From an optimization exercise on the open Yosys and OpenROAD flow, aimed at small area, a short achievable clock period and few clock cycles per item; shortcuts taken in it are not production practice. Only simulation tests tie the RTL to the original design; equivalence was not proved. Power is estimated from default activity; no workload was simulated.

<file path="flow/run.sh">
#!/bin/bash
# synth_recipe.tcl (not shown) runs the flow's synth.tcl, then flattens the netlist and writes it again
# the make line also repeats each setting of config.mk as NAME=value (left out here)
make -C /OpenROAD-flow-scripts/flow DESIGN_CONFIG=/design/flow/config.mk WORK_HOME=/design/flow/orfs CLKGATE_MAP_FILE= SYNTH_SCRIPT=/design/flow/synth_recipe.tcl finish
</file>
<file path="flow/constraint.sdc">
create_clock -name core_clock -period 8.0 [get_ports {clock}]
set_input_delay 1.6000 -clock core_clock [delete_from_list [all_inputs] [get_ports {clock}]]
set_output_delay 1.6000 -clock core_clock [all_outputs]
set_load 0.01 [all_outputs]
</file>
<file path="flow/config.mk">
export PLATFORM = sky130hd
export DESIGN_NAME = dirty_tracked_field_store_core
export DESIGN_NICKNAME = dirty_tracked_field_store_core
export VERILOG_FILES = /design/flow/design.v
export SDC_FILE = /design/flow/constraint.sdc
export NUM_CORES = 4
export LEC_CHECK = 0
export CAP_MARGIN = 20
export CORE_MARGIN = 2
export CORE_UTILIZATION = 40
export SLEW_MARGIN = 20
</file>
<file path="flow/design.v">
`default_nettype none
package dtfs_pkg;
   localparam int CMD_W   = 4;
   localparam int IDX_W   = 6;
   localparam int LANE_W  = 3;
   localparam int VAL_W   = 32;
   localparam int DATA_W  = 64;
   localparam int ST_W    = 2;
   localparam int BC_W    = 9;
   localparam int CNT_W   = 7;
   localparam int REQ_TDATA_W = 80;
   localparam int RSP_TDATA_W = 56;
   localparam logic [CMD_W-1:0] CMD_WORD  = 4'd0;
   localparam logic [CMD_W-1:0] CMD_PAIR  = 4'd1;
   localparam logic [CMD_W-1:0] CMD_BYTE  = 4'd2;
   localparam logic [CMD_W-1:0] CMD_HALF  = 4'd3;
   localparam logic [CMD_W-1:0] CMD_SETF  = 4'd4;
   localparam logic [CMD_W-1:0] CMD_CLRF  = 4'd5;
   localparam logic [CMD_W-1:0] CMD_READ  = 4'd6;
   localparam logic [CMD_W-1:0] CMD_CLRM  = 4'd7;
   localparam logic [CMD_W-1:0] CMD_DUMP  = 4'd8;
   localparam logic [ST_W-1:0] ST_OK        = 2'd0;
   localparam logic [ST_W-1:0] ST_BAD_INDEX = 2'd1;
   localparam logic [ST_W-1:0] ST_BAD_LANE  = 2'd2;
   localparam logic [0:0] CSR_FIELDS_IN_USE = 1'b0;
   localparam logic [0:0] CSR_IN_WORLD      = 1'b1;
   localparam logic [CNT_W-1:0] FIELDS_RESET = 7'd64;
   localparam logic [BC_W-1:0]  ENTRY_BYTES  = 9'd6;
   typedef struct packed {
      logic [ST_W-1:0]  status;
      logic [IDX_W-1:0] index;
      logic [VAL_W-1:0] value;
      logic             mark;
      logic             enlist;
      logic             delist;
      logic             pending;
      logic             entry_valid;
      logic [BC_W-1:0]  byte_count;
      logic             last;
   } rsp_type;
endpackage
`default_nettype wire
`default_nettype none
module dtfs_ram #(
   parameter int WIDTH = 32,
   parameter int DEPTH = 32
) (
   input  wire logic                     clock,
   input  wire logic                     wr_en,
   input  wire logic [$clog2(DEPTH)-1:0] wr_addr,
   input  wire logic [WIDTH-1:0]         wr_data,
   input  wire logic [$clog2(DEPTH)-1:0] rd_addr,
   output logic      [WIDTH-1:0]         rd_data
);
   logic [WIDTH-1:0] mem_ff [DEPTH];
   always_ff @(posedge clock) begin
      if (wr_en) begin
         mem_ff[wr_addr] <= wr_data;
      end
   end
   assign rd_data = mem_ff[rd_addr];
endmodule
`default_nettype wire
`default_nettype none
import dtfs_pkg::*;
module dtfs_rsp_reg
(
   input  wire logic    clock,
   input  wire logic    reset,
   input  wire logic    in_valid,
   input  dtfs_pkg::rsp_type in_data,
   output logic         held,         
   output logic         held_next,    
   output logic         out_valid,
   input  wire logic    out_ready,
   output dtfs_pkg::rsp_type out_data
);
   logic              out_valid_ff, skid_valid_ff;
   dtfs_pkg::rsp_type out_data_ff, skid_data_ff;
   logic              load_out;
   assign load_out  = !out_valid_ff || out_ready;
   assign held_next = out_valid_ff && !out_ready && (skid_valid_ff || in_valid);
   always_ff @(posedge clock) begin
      if (reset) begin
         out_valid_ff  <= 1'b0;
         skid_valid_ff <= 1'b0;
      end else begin
         if (load_out) begin
            out_valid_ff <= skid_valid_ff || in_valid;
         end
         skid_valid_ff <= held_next;
      end
   end
   always_ff @(posedge clock) begin
      if (load_out) begin
         out_data_ff <= skid_valid_ff ? skid_data_ff : in_data;
      end
      if (!skid_valid_ff) begin
         skid_data_ff <= in_data;
      end
   end
   assign held      = skid_valid_ff;
   assign out_valid = out_valid_ff;
   assign out_data  = out_data_ff;
endmodule
`default_nettype wire
`default_nettype none
import dtfs_pkg::*;
module dtfs_seq
(
   input  wire logic                 clock,
   input  wire logic                 reset,
   input  wire logic [CNT_W-1:0]     cnt,
   input  wire logic                 in_world,
   input  wire logic                 in_valid,
   output logic                      in_ready,
   input  wire logic [CMD_W-1:0]     in_cmd,
   input  wire logic [IDX_W-1:0]     in_idx,
   input  wire logic [LANE_W-1:0]    in_lane,
   input  wire logic [DATA_W-1:0]    in_data,
   input  wire logic                 in_drop,
   output logic                      out_valid,
   output dtfs_pkg::rsp_type         out_data,
   input  wire logic                 hold,
   input  wire logic                 hold_next
);
   localparam int RW = IDX_W - 1;    
   localparam int MAX_FIELDS_W = 64;  
   localparam logic [1:0] W_IDLE  = 2'd0;
   localparam logic [1:0] W_START = 2'd1;
   localparam logic [1:0] W_LOAD  = 2'd2;
   localparam logic [1:0] W_WALK  = 2'd3;
   localparam logic [CMD_W-1:0] CMD_EMPTY = 4'd15;
   logic adv;
   assign adv = !hold;
   logic [31:0]          nz_e_ff, nz_o_ff;       
   logic [31:0]          chg_e_ff, chg_o_ff;     
   logic                 pending_ff;
   logic                 ready_ff;
   logic [1:0]           w_state_ff;
   logic [MAX_FIELDS_W-1:0] w_rest_ff;           
   logic [BC_W-1:0]      w_bc_ff;
   logic                 q_v_ff;
   logic [CMD_W-1:0]     q_cmd_ff;
   logic [IDX_W-1:0]     q_idx_ff;
   logic [RW-1:0]        q_ea_ff;                
   logic [LANE_W-1:0]    q_lane_ff;
   logic [DATA_W-1:0]    q_data_ff;              
   logic                 q_drop_ff;
   logic                 q_de_ff;                
   logic                 b_v_ff;
   logic [CMD_W-1:0]     b_cmd_ff;
   logic [IDX_W-1:0]     b_idx_ff;
   logic [RW-1:0]        b_ea_ff;
   logic [1:0]           b_lane_ff;
   logic [DATA_W-1:0]    b_data_ff;
   logic                 b_drop_ff;
   logic                 b_de_ff;
   logic [ST_W-1:0]      b_st_ff;
   logic [VAL_W-1:0]     b_lo_ff, b_hi_ff;       
   logic             we_e, we_o;
   logic [RW-1:0]    wa_e, wa_o;
   logic [VAL_W-1:0] wd_e, wd_o;
   logic [VAL_W-1:0] rd_e, rd_o;
   dtfs_ram #(.WIDTH(VAL_W), .DEPTH(32)) u_bank_e (
      .clock(clock), .wr_en(we_e), .wr_addr(wa_e), .wr_data(wd_e),
      .rd_addr(q_ea_ff), .rd_data(rd_e));
   dtfs_ram #(.WIDTH(VAL_W), .DEPTH(32)) u_bank_o (
      .clock(clock), .wr_en(we_o), .wr_addr(wa_o), .wr_data(wd_o),
      .rd_addr(q_idx_ff[IDX_W-1:1]), .rd_data(rd_o));
   logic [VAL_W-1:0] a_e, a_o, a_lo, a_hi;
   logic             a_bad_idx, a_bad_lane;
   logic [ST_W-1:0]  a_st;
   always_comb begin
      if (we_e && (wa_e == q_ea_ff)) begin
         a_e = wd_e;
      end else begin
         a_e = rd_e & {VAL_W{nz_e_ff[q_ea_ff]}};
      end
      if (we_o && (wa_o == q_idx_ff[IDX_W-1:1])) begin
         a_o = wd_o;
      end else begin
         a_o = rd_o & {VAL_W{nz_o_ff[q_idx_ff[IDX_W-1:1]]}};
      end
      a_lo = q_idx_ff[0] ? a_o : a_e;
      a_hi = q_idx_ff[0] ? a_e : a_o;
   end
   always_comb begin
      a_bad_idx  = (q_cmd_ff == CMD_PAIR) ? ({1'b0, q_idx_ff} + 7'd1 >= cnt)
                                          : ({1'b0, q_idx_ff} >= cnt);
      a_bad_lane = ((q_cmd_ff == CMD_BYTE) && (q_lane_ff > 3'd3)) ||
                   ((q_cmd_ff == CMD_HALF) && (q_lane_ff > 3'd1));
      a_st = ST_OK;
      if (!q_de_ff && (q_cmd_ff <= CMD_READ)) begin
         if (a_bad_idx) begin
            a_st = ST_BAD_INDEX;
         end else if (a_bad_lane) begin
            a_st = ST_BAD_LANE;
         end
      end
   end
   logic [VAL_W-1:0] b_new_lo, b_new_hi;
   logic             b_ok, b_wr, b_pair, b_changed, b_enl, b_mark_old;
   dtfs_pkg::rsp_type b_res;
   assign b_ok   = b_v_ff && !b_de_ff && (b_st_ff == ST_OK);
   assign b_wr   = b_ok && (b_cmd_ff <= CMD_CLRF);
   assign b_pair = (b_cmd_ff == CMD_PAIR);
   assign b_new_hi = b_data_ff[DATA_W-1:VAL_W];
   always_comb begin
      b_new_lo = b_lo_ff;
      case (b_cmd_ff)
         CMD_WORD, CMD_PAIR: b_new_lo = b_data_ff[VAL_W-1:0];
         CMD_BYTE: b_new_lo[{b_lane_ff[1:0], 3'b000} +: 8] = b_data_ff[7:0];
         CMD_HALF: b_new_lo[{b_lane_ff[0], 4'b0000} +: 16] = b_data_ff[15:0];
         CMD_SETF: b_new_lo = b_lo_ff | b_data_ff[VAL_W-1:0];
         CMD_CLRF: b_new_lo = b_lo_ff & ~b_data_ff[VAL_W-1:0];
         default:  b_new_lo = b_lo_ff;
      endcase
   end
   assign b_changed = b_wr && ((b_new_lo != b_lo_ff) || (b_pair && (b_new_hi != b_hi_ff)));
   assign b_enl     = b_changed && in_world && !pending_ff;
   assign b_mark_old = b_idx_ff[0] ? chg_o_ff[b_idx_ff[IDX_W-1:1]]
                                   : chg_e_ff[b_idx_ff[IDX_W-1:1]];
   assign we_e = adv && b_wr && (!b_idx_ff[0] || b_pair);
   assign we_o = adv && b_wr && (b_idx_ff[0] || b_pair);
   assign wa_e = b_ea_ff;
   assign wa_o = b_idx_ff[IDX_W-1:1];
   assign wd_e = b_idx_ff[0] ? b_new_hi : b_new_lo;
   assign wd_o = b_idx_ff[0] ? b_new_lo : b_new_hi;
   always_comb begin
      b_res         = '0;
      b_res.pending = pending_ff;
      b_res.last    = 1'b1;
      if (b_de_ff) begin
         b_res.index       = b_idx_ff;
         b_res.value       = b_lo_ff;
         b_res.mark        = b_mark_old;
         b_res.entry_valid = 1'b1;
         b_res.byte_count  = b_data_ff[BC_W-1:0];
         b_res.last        = b_data_ff[BC_W];
      end else if (b_cmd_ff <= CMD_READ) begin
         b_res.status = b_st_ff;
         b_res.index  = b_idx_ff;
         if (b_st_ff == ST_OK) begin
            b_res.value   = b_new_lo;
            b_res.mark    = b_mark_old || b_changed;
            b_res.enlist  = b_enl;
            b_res.pending = pending_ff || b_enl;
         end
      end else if (b_cmd_ff == CMD_CLRM) begin
         b_res.index   = b_idx_ff;
         b_res.delist  = pending_ff && b_drop_ff;
         b_res.pending = 1'b0;
      end
   end
   assign out_valid = b_v_ff && adv;
   assign out_data  = b_res;
   logic [MAX_FIELDS_W-1:0] w_src, w_rest_next, cnt_mask;
   logic [IDX_W-1:0]        w_first;
   logic                    w_empty, w_done;
   always_comb begin
      for (int i = 0; i < MAX_FIELDS_W; i++) begin
         cnt_mask[i] = (CNT_W'(i) < cnt);
      end
   end
   always_comb begin
      w_src = w_rest_ff;
      if (w_state_ff == W_LOAD) begin
         for (int i = 0; i < MAX_FIELDS_W / 2; i++) begin
            w_src[2*i]   = nz_e_ff[i] & cnt_mask[2*i];
            w_src[2*i+1] = nz_o_ff[i] & cnt_mask[2*i+1];
         end
      end
      w_first = '0;
      for (int i = MAX_FIELDS_W - 1; i >= 0; i--) begin
         if (w_src[i]) begin
            w_first = IDX_W'(i);
         end
      end
      w_rest_next = w_src & (w_src - 1'b1);
      w_empty     = (w_src == '0);
      w_done      = (w_rest_next == '0);
   end
   logic accept;
   assign in_ready = ready_ff;
   assign accept   = in_valid && ready_ff;
   logic [1:0] w_state_next;
   always_comb begin
      w_state_next = w_state_ff;
      case (w_state_ff)
         W_IDLE:  if (accept && (in_cmd == CMD_DUMP)) w_state_next = W_START;
         W_START: if (adv) w_state_next = W_LOAD;
         default: begin
            if (adv) begin
               w_state_next = (w_empty || w_done) ? W_IDLE : W_WALK;
            end
         end
      endcase
   end
   always_ff @(posedge clock) begin
      if (reset) begin
         nz_e_ff    <= '0;
         nz_o_ff    <= '0;
         chg_e_ff   <= '0;
         chg_o_ff   <= '0;
         pending_ff <= 1'b0;
         ready_ff   <= 1'b1;
         w_state_ff <= W_IDLE;
         q_v_ff     <= 1'b0;
         b_v_ff     <= 1'b0;
      end else begin
         w_state_ff <= w_state_next;
         ready_ff   <= !hold_next && (w_state_next == W_IDLE);
         if (we_e) begin
            nz_e_ff[wa_e] <= (wd_e != '0);
         end
         if (we_o) begin
            nz_o_ff[wa_o] <= (wd_o != '0);
         end
         if (adv) begin
            if (b_v_ff && !b_de_ff && (b_cmd_ff == CMD_CLRM)) begin
               chg_e_ff   <= '0;
               chg_o_ff   <= '0;
               pending_ff <= 1'b0;
            end else begin
               if (b_changed && we_e) chg_e_ff[wa_e] <= 1'b1;
               if (b_changed && we_o) chg_o_ff[wa_o] <= 1'b1;
               pending_ff <= pending_ff || b_enl;
            end
            b_v_ff <= q_v_ff;
            q_v_ff <= (accept && (in_cmd != CMD_DUMP)) ||
                      (w_state_ff == W_LOAD) || (w_state_ff == W_WALK);
         end
      end
   end
   always_ff @(posedge clock) begin
      if (adv) begin
         w_rest_ff <= w_rest_next;
         if (w_state_ff == W_LOAD) begin
            w_bc_ff <= ENTRY_BYTES;
         end else begin
            w_bc_ff <= w_bc_ff + ENTRY_BYTES;
         end
         if (accept) begin
            q_cmd_ff  <= in_cmd;
            q_idx_ff  <= in_idx;
            q_ea_ff   <= in_idx[IDX_W-1:1] + RW'(in_idx[0]);
            q_lane_ff <= in_lane;
            q_data_ff <= in_data;
            q_drop_ff <= in_drop;
            q_de_ff   <= 1'b0;
         end else begin
            q_cmd_ff  <= w_empty ? CMD_EMPTY : CMD_DUMP;
            q_idx_ff  <= w_first;
            q_ea_ff   <= w_first[IDX_W-1:1];
            q_de_ff   <= !w_empty;
            q_data_ff[BC_W-1:0] <= (w_state_ff == W_LOAD) ? ENTRY_BYTES : (w_bc_ff + ENTRY_BYTES);
            q_data_ff[BC_W]     <= w_done;
         end
         b_cmd_ff  <= q_cmd_ff;
         b_idx_ff  <= q_idx_ff;
         b_ea_ff   <= q_ea_ff;
         b_lane_ff <= q_lane_ff[1:0];
         b_data_ff <= q_data_ff;
         b_drop_ff <= q_drop_ff;
         b_de_ff   <= q_de_ff;
         b_st_ff   <= a_st;
         b_lo_ff   <= a_lo;
         b_hi_ff   <= a_hi;
      end
   end
endmodule
`default_nettype wire
`default_nettype none
import dtfs_pkg::*;
module dirty_tracked_field_store_core
(
   input  wire logic                   clock,
   input  wire logic                   reset,
   input  wire logic                   req_tvalid,
   output logic                        req_tready,
   input  wire logic [REQ_TDATA_W-1:0] req_tdata,
   input  wire logic [CMD_W-1:0]       req_tuser,
   output logic                        rsp_tvalid,
   input  wire logic                   rsp_tready,
   output logic [RSP_TDATA_W-1:0]      rsp_tdata,
   output logic [ST_W-1:0]             rsp_tuser,
   output logic                        rsp_tlast,
   input  wire logic                   csr_valid,
   output logic                        csr_ready,
   input  wire logic [0:0]             csr_index,
   input  wire logic [CNT_W-1:0]       csr_data
);
   logic [CNT_W-1:0]  count_ff;
   logic              world_ff;
   logic [CNT_W-1:0]  eff_cnt;
   logic              seq_valid;
   logic              hold, hold_next;
   dtfs_pkg::rsp_type seq_data, out_data;
   assign csr_ready = 1'b1;
   always_ff @(posedge clock) begin
      if (reset) begin
         count_ff <= FIELDS_RESET;
         world_ff <= 1'b0;
      end else if (csr_valid) begin
         if (csr_index == CSR_FIELDS_IN_USE) begin
            count_ff <= csr_data;
         end else begin
            world_ff <= csr_data[0];
         end
      end
   end
   assign eff_cnt = count_ff[CNT_W-1] ? 7'd64 : count_ff;
   dtfs_seq u_seq (
      .clock     (clock),
      .reset     (reset),
      .cnt       (eff_cnt),
      .in_world  (world_ff),
      .in_valid  (req_tvalid),
      .in_ready  (req_tready),
      .in_cmd    (req_tuser),
      .in_idx    (req_tdata[5:0]),
      .in_lane   (req_tdata[8:6]),
      .in_data   (req_tdata[72:9]),
      .in_drop   (req_tdata[73]),
      .out_valid (seq_valid),
      .out_data  (seq_data),
      .hold      (hold),
      .hold_next (hold_next)
   );
   dtfs_rsp_reg u_rsp_reg (
      .clock     (clock),
      .reset     (reset),
      .in_valid  (seq_valid),
      .in_data   (seq_data),
      .held      (hold),
      .held_next (hold_next),
      .out_valid (rsp_tvalid),
      .out_ready (rsp_tready),
      .out_data  (out_data)
   );
   assign rsp_tdata = {4'b0000, out_data.byte_count, out_data.entry_valid, out_data.pending,
                       out_data.delist, out_data.enlist, out_data.mark, out_data.value,
                       out_data.index};
   assign rsp_tuser = out_data.status;
   assign rsp_tlast = out_data.last;
endmodule
`default_nettype wire
</file>
==> summary.txt <==
cell type report:
class	count	share of cell area (%)
clock buffers	351	6.22
flip-flops and latches	2617	62.3
repair buffers	317	2.40
diodes	5	0.0102
well taps	3552	3.62
clock inverters	158	1.13
inverters	94	0.293
multi-input cells	2818	24.0
kinds of logic (layout without fill, tap and decap cells):
group           Yosys count  after routing  synth area share [%]
buf+inv                 436            920                  1.65
simple gates           1022           1022                  4.82
fa+ha+maj                29             29                 0.334
xor+xnor                 66             66                 0.539
flops                  2617           2617                  71.4
other cells               2             10               0.00701
mux                     871            871                  16.1
compound gates          825            825                  5.12
layer usage:
metal,routed length (um),share of wire [%],global-route usage (%),up-vias
li1,-,-,-,24562
met1,125000,40,30.2,31179
met2,151000,49,37.1,2446
met3,19500,6.3,2.99,564
met4,13600,4.4,8.99,2
met5,13,0.0042,0,-
power breakdown:
group          internal, W  total (W)  switching, W
clock network      0.00738     0.0128       0.00542
registers           0.0154     0.0156      0.000276
logic              0.00114    0.00300       0.00186
total               0.0239     0.0314       0.00755
state kept, by name (all words and copies together), names as in the netlist, 55 cells and up, named ones only:
register,count
u_seq.q_data_ff,64
u_rsp_reg.out_data_ff,55
u_seq.u_bank_e.mem_ff,1024
u_seq.b_data_ff,64
u_seq.u_bank_o.mem_ff,1024
u_seq.w_rest_ff,63
u_rsp_reg.skid_data_ff,55
layout by cell type, fill, tap and decap left out, types with 26 or more instances in the layout:
master / netlist / routed
a21oi_1: 235 / 232
nor2_4: 0 / 65
edfxtp_1: 2408 / 2408
xnor2_1: 48 / 48
a31oi_1: 38 / 33
and3_1: 30 / 30
nor2b_1: 30 / 29
nand2_1: 258 / 256
buf_4: 9 / 155
nor2_1: 328 / 263
inv_1: 88 / 69
a22o_1: 41 / 41
clkinv_1: 4 / 73
nor3_1: 52 / 48
clkbuf_16: 0 / 294
a22oi_1: 34 / 34
ha_1: 27 / 27
mux2i_1: 155 / 155
o21ai_0: 187 / 183
mux2_2: 34 / 34
nand4_1: 35 / 35
a311oi_1: 35 / 34
and2_1: 36 / 36
nand3_1: 73 / 73
clkbuf_1: 225 / 49
clkinv_2: 0 / 45
a21o_1: 26 / 26
mux4_2: 681 / 681
clkdlybuf4s50_1: 0 / 146
dfxtp_1: 209 / 198
per-stage QoR:
stage | util, % | hold WS (ps) | total power (W) | cell area [um^2]
3_5_place_dp | 42.5 | 405 | 0.0189 | 114000
3_3_place_gp | 42.5 | 405 | 0.0189 | 114000
5_1_grt | 46.0 | 422 | 0.0323 | 123000
2_1_floorplan | - | 400 | 0.0176 | 107000
6_report | 46.0 | 411 | 0.0314 | 123000
4_1_cts | 45.9 | 417 | 0.0316 | 123000
worst max path at each step:
stage	from	endpoint	slack (ps)
after floorplan	u_rsp_reg.skid_valid_ff	u_rsp_reg.out_data_ff[11]	40
after global placement	u_seq.b_lane_ff[0]	u_seq.chg_o_ff[29]	2230
after detailed placement	u_seq.b_lane_ff[0]	u_seq.chg_o_ff[23]	2310
after CTS	u_seq.b_lane_ff[0]	u_seq.chg_o_ff[23]	2280
after global routing	u_seq.b_lane_ff[0]	u_seq.nz_e_ff[27]	1900
final	u_seq.b_lane_ff[0]	u_seq.nz_e_ff[29]	2130
worst register-to-register path, stage by stage (launching register included):
cell	delay [ps]
edfxtp_1	350
buf_4	240
inv_1	190
ha_1	630
and3b_1	330
a22o_1	200
a2111oi_0	590
o21ai_0	240
o2bb2ai_1	310
mux2_2	590
or4_1	600
nor3_1	380
nand3_1	660
nand3_1	300
a21oi_1	90
==> results by group <==
Synth
  – Mapped Cells: 5868
  – Synth top area share: between 60% and 70%
  – Seq/Total Area, Yosys: a little under three quarters
  – Mean post-synth cell area: 18.3 um^2
  – Post-synth EDFFs: ~2400
  – Mapped Area: about 0.11 mm^2
  – Synth warnings: 4
  – Register bit total from synthesis: roughly 2600
  – Ys flop type: edfxtp_1
  – Most frequent cell after synthesis: edfxtp_1
  – Count of different cell masters after synthesis: 114
  – Post-synth top cells: edfxtp_1 (2408), mux4_2 (681), nor2_1 (328)
  – Largest area contributor in the netlist: edfxtp_1
  – Ranking of synthesized cells by area: edfxtp_1 (67%), mux4_2 (14%), dfxtp_1 (3.9%), mux2i_1 (1.4%), nor2_1 (1.1%)
  – Async SR Flop Fraction: 0%

Critical path
  – CP max-delay cell: nand3_1
  – Critical Path RT: slightly below 9000 ps
  – Top cell family by delay on the critical path: simple AND/OR/NAND/NOR gates
  – Reg2reg start: u_seq.b_lane_ff[0]
  – CP max FO: 34
  – Crit Reg-Reg Endpoint: u_seq.nz_e_ff[29]
  – Critical path's most frequent cell: nand3_1
  – Kind of end point of the critical path: flip-flop
  – CP startpoint kind: flip-flop
  – Critical Path AT: between 6000 and 7000 ps
  – Worst-path cell chain: buf_4 > inv_1 > ha_1 > and3b_1 > a22o_1 > a2111oi_0 > o21ai_0 > o2bb2ai_1 > mux2_2 > or4_1 > nor3_1 > nand3_1 > nand3_1 > a21oi_1
  – CP Class: reg -> reg
  – CP Buf/Inv Count: 2
  – Worst path depth: 14
  – FF-to-FF path depth: 14
  – Max incr delay on CP: 660 ps
  – Register-to-register setup slack: 2130 ps

Floorplanning
  – Core area: about 0.27 mm^2
  – Std-Cell Rows: between 150 and 200
  – Initial Utilization: roughly two fifths
  – Die Wd: between 500 and 600 um
  – I/O pin count: 159
  – Die ar.: approximately 0.27 mm^2
  – Die Height: about 520 um

Clock network
  – Hold_buf cts: 0
  – CTS tree: built
  – CTS buffer count: 288
  – Setup bufs post-CTS: 0
  – H-tree levels: 5
  – Worst skew pair latency: about 910 ps
  – Clk root buf: clkbuf_16
  – Clock sink count: around 2600
  – Clock tree buffer depth: 4
  – Reg clk slew, reported paths: 60 ps
  – CTS resizes: 0

Timing
  – FMAX: between 0.15 and 0.2 GHz
  – Final period util: about three quarters
  – Slew @ Worst Pin: approximately 1300 ps
  – Worst clock skew: 122 ps
  – Finish-stage setup viols: 0
  – Final setup TNS: 0 ps
  – Final Max Slew Viols: 0
  – Min Tclk post-route: a little under 6000 ps
  – RSZ-0062 raised after global routing: false
  – Hold violation total from the final report: 0
  – Worst setup margin: 2130 ps
  – Worst slew margin: ~15%

Placed design
  – Detailed Place HPWL: 188000 um
  – Setup Slack @ Placement: 2310 ps
  – Number of instances in the placed design: ~9400
  – Port Buffers: between 100 and 150
  – Routability Congestion: approximately 0.94

Flow run
  – MaxCap Viol Count: 0

Detailed routing
  – Via-per-instance ratio: around 5.9
  – DRC violations left: 0
  – Drt wl/cell: 31.2 um
  – Post-Route WL: between 300000 and 400000 um
  – First-pass iteration count of the detailed router: 6
  – Vias: roughly 59000
  – Initial DRC Count: 6965
  – Antenna viol nets, final: 0

Hold path
  – Min-delay worst type: reg -> reg
  – HP Start: u_seq.q_data_ff[62]
  – Depth of the worst hold-timing path: 0
  – Endpoint, Worst Hold: u_seq.b_data_ff[62]

Global route
  – Antenna violations before repair: 13
  – Global-route wire length before repair: 437000 um
  – Number of global-route vias before repair: 58384
  – Grt ovf: 0
  – Largest net degree at the start of global routing: 107
  – Total GRT Usage: 22.4%

Final layout
  – Area of the multi-input gates: 0.0295 mm^2
  – Post-route insts no fill: about 9900
  – P&R area growth vs syn: 14.7%
  – Fillers: 22647
  – Ratio of cells with drive above 1 in the final layout: a little under a quarter
  – Sequential cell area: about 0.077 mm^2
  – Final net count: approximately 6300

Status
  – Status: finished clean

Power and ir drop
  – LEAKAGE: 39.3 nW
  – Peak VDD IR: just under 0.2 mV
  – PwrDens: 256 mW/mm^2
Testbench counts, summed over its fixed seeds: cycles 20,626, items 12,000.

-- re-timing with driven ports --
The flow's constraints put no driver on any port. The routed layout listed below was extracted and timed again, unchanged, in two steps. Step 1 (the two cells are an assumption about what drives the block):
set clk [get_ports {clock}]
set_driving_cell -lib_cell sky130_fd_sc_hd__clkbuf_16 $clk
set_driving_cell -lib_cell sky130_fd_sc_hd__buf_2 [delete_from_list [all_inputs] $clk]
Step 2 moves the port delays by t, midway between the first and last clock arrival at a register: inputs arrive t later, outputs are due t later. That takes back most of the time a late clock gives input paths. Slacks: no drivers / after step 1 / after step 2; pairs: no drivers / after step 1.
shift t [ns]: 0.944
slack for setup (ns): 2.130 / 2.130 / 2.130
latest minus earliest clock arrival (ns): 0.122 / 0.122
worst register clock-pin slew, ns: 0.07 / 0.07
After both steps setup and hold are still met in this run. For this run, drivers alone change the setup slack by 0.000 ns; drivers and shift together by 0.000 ns.
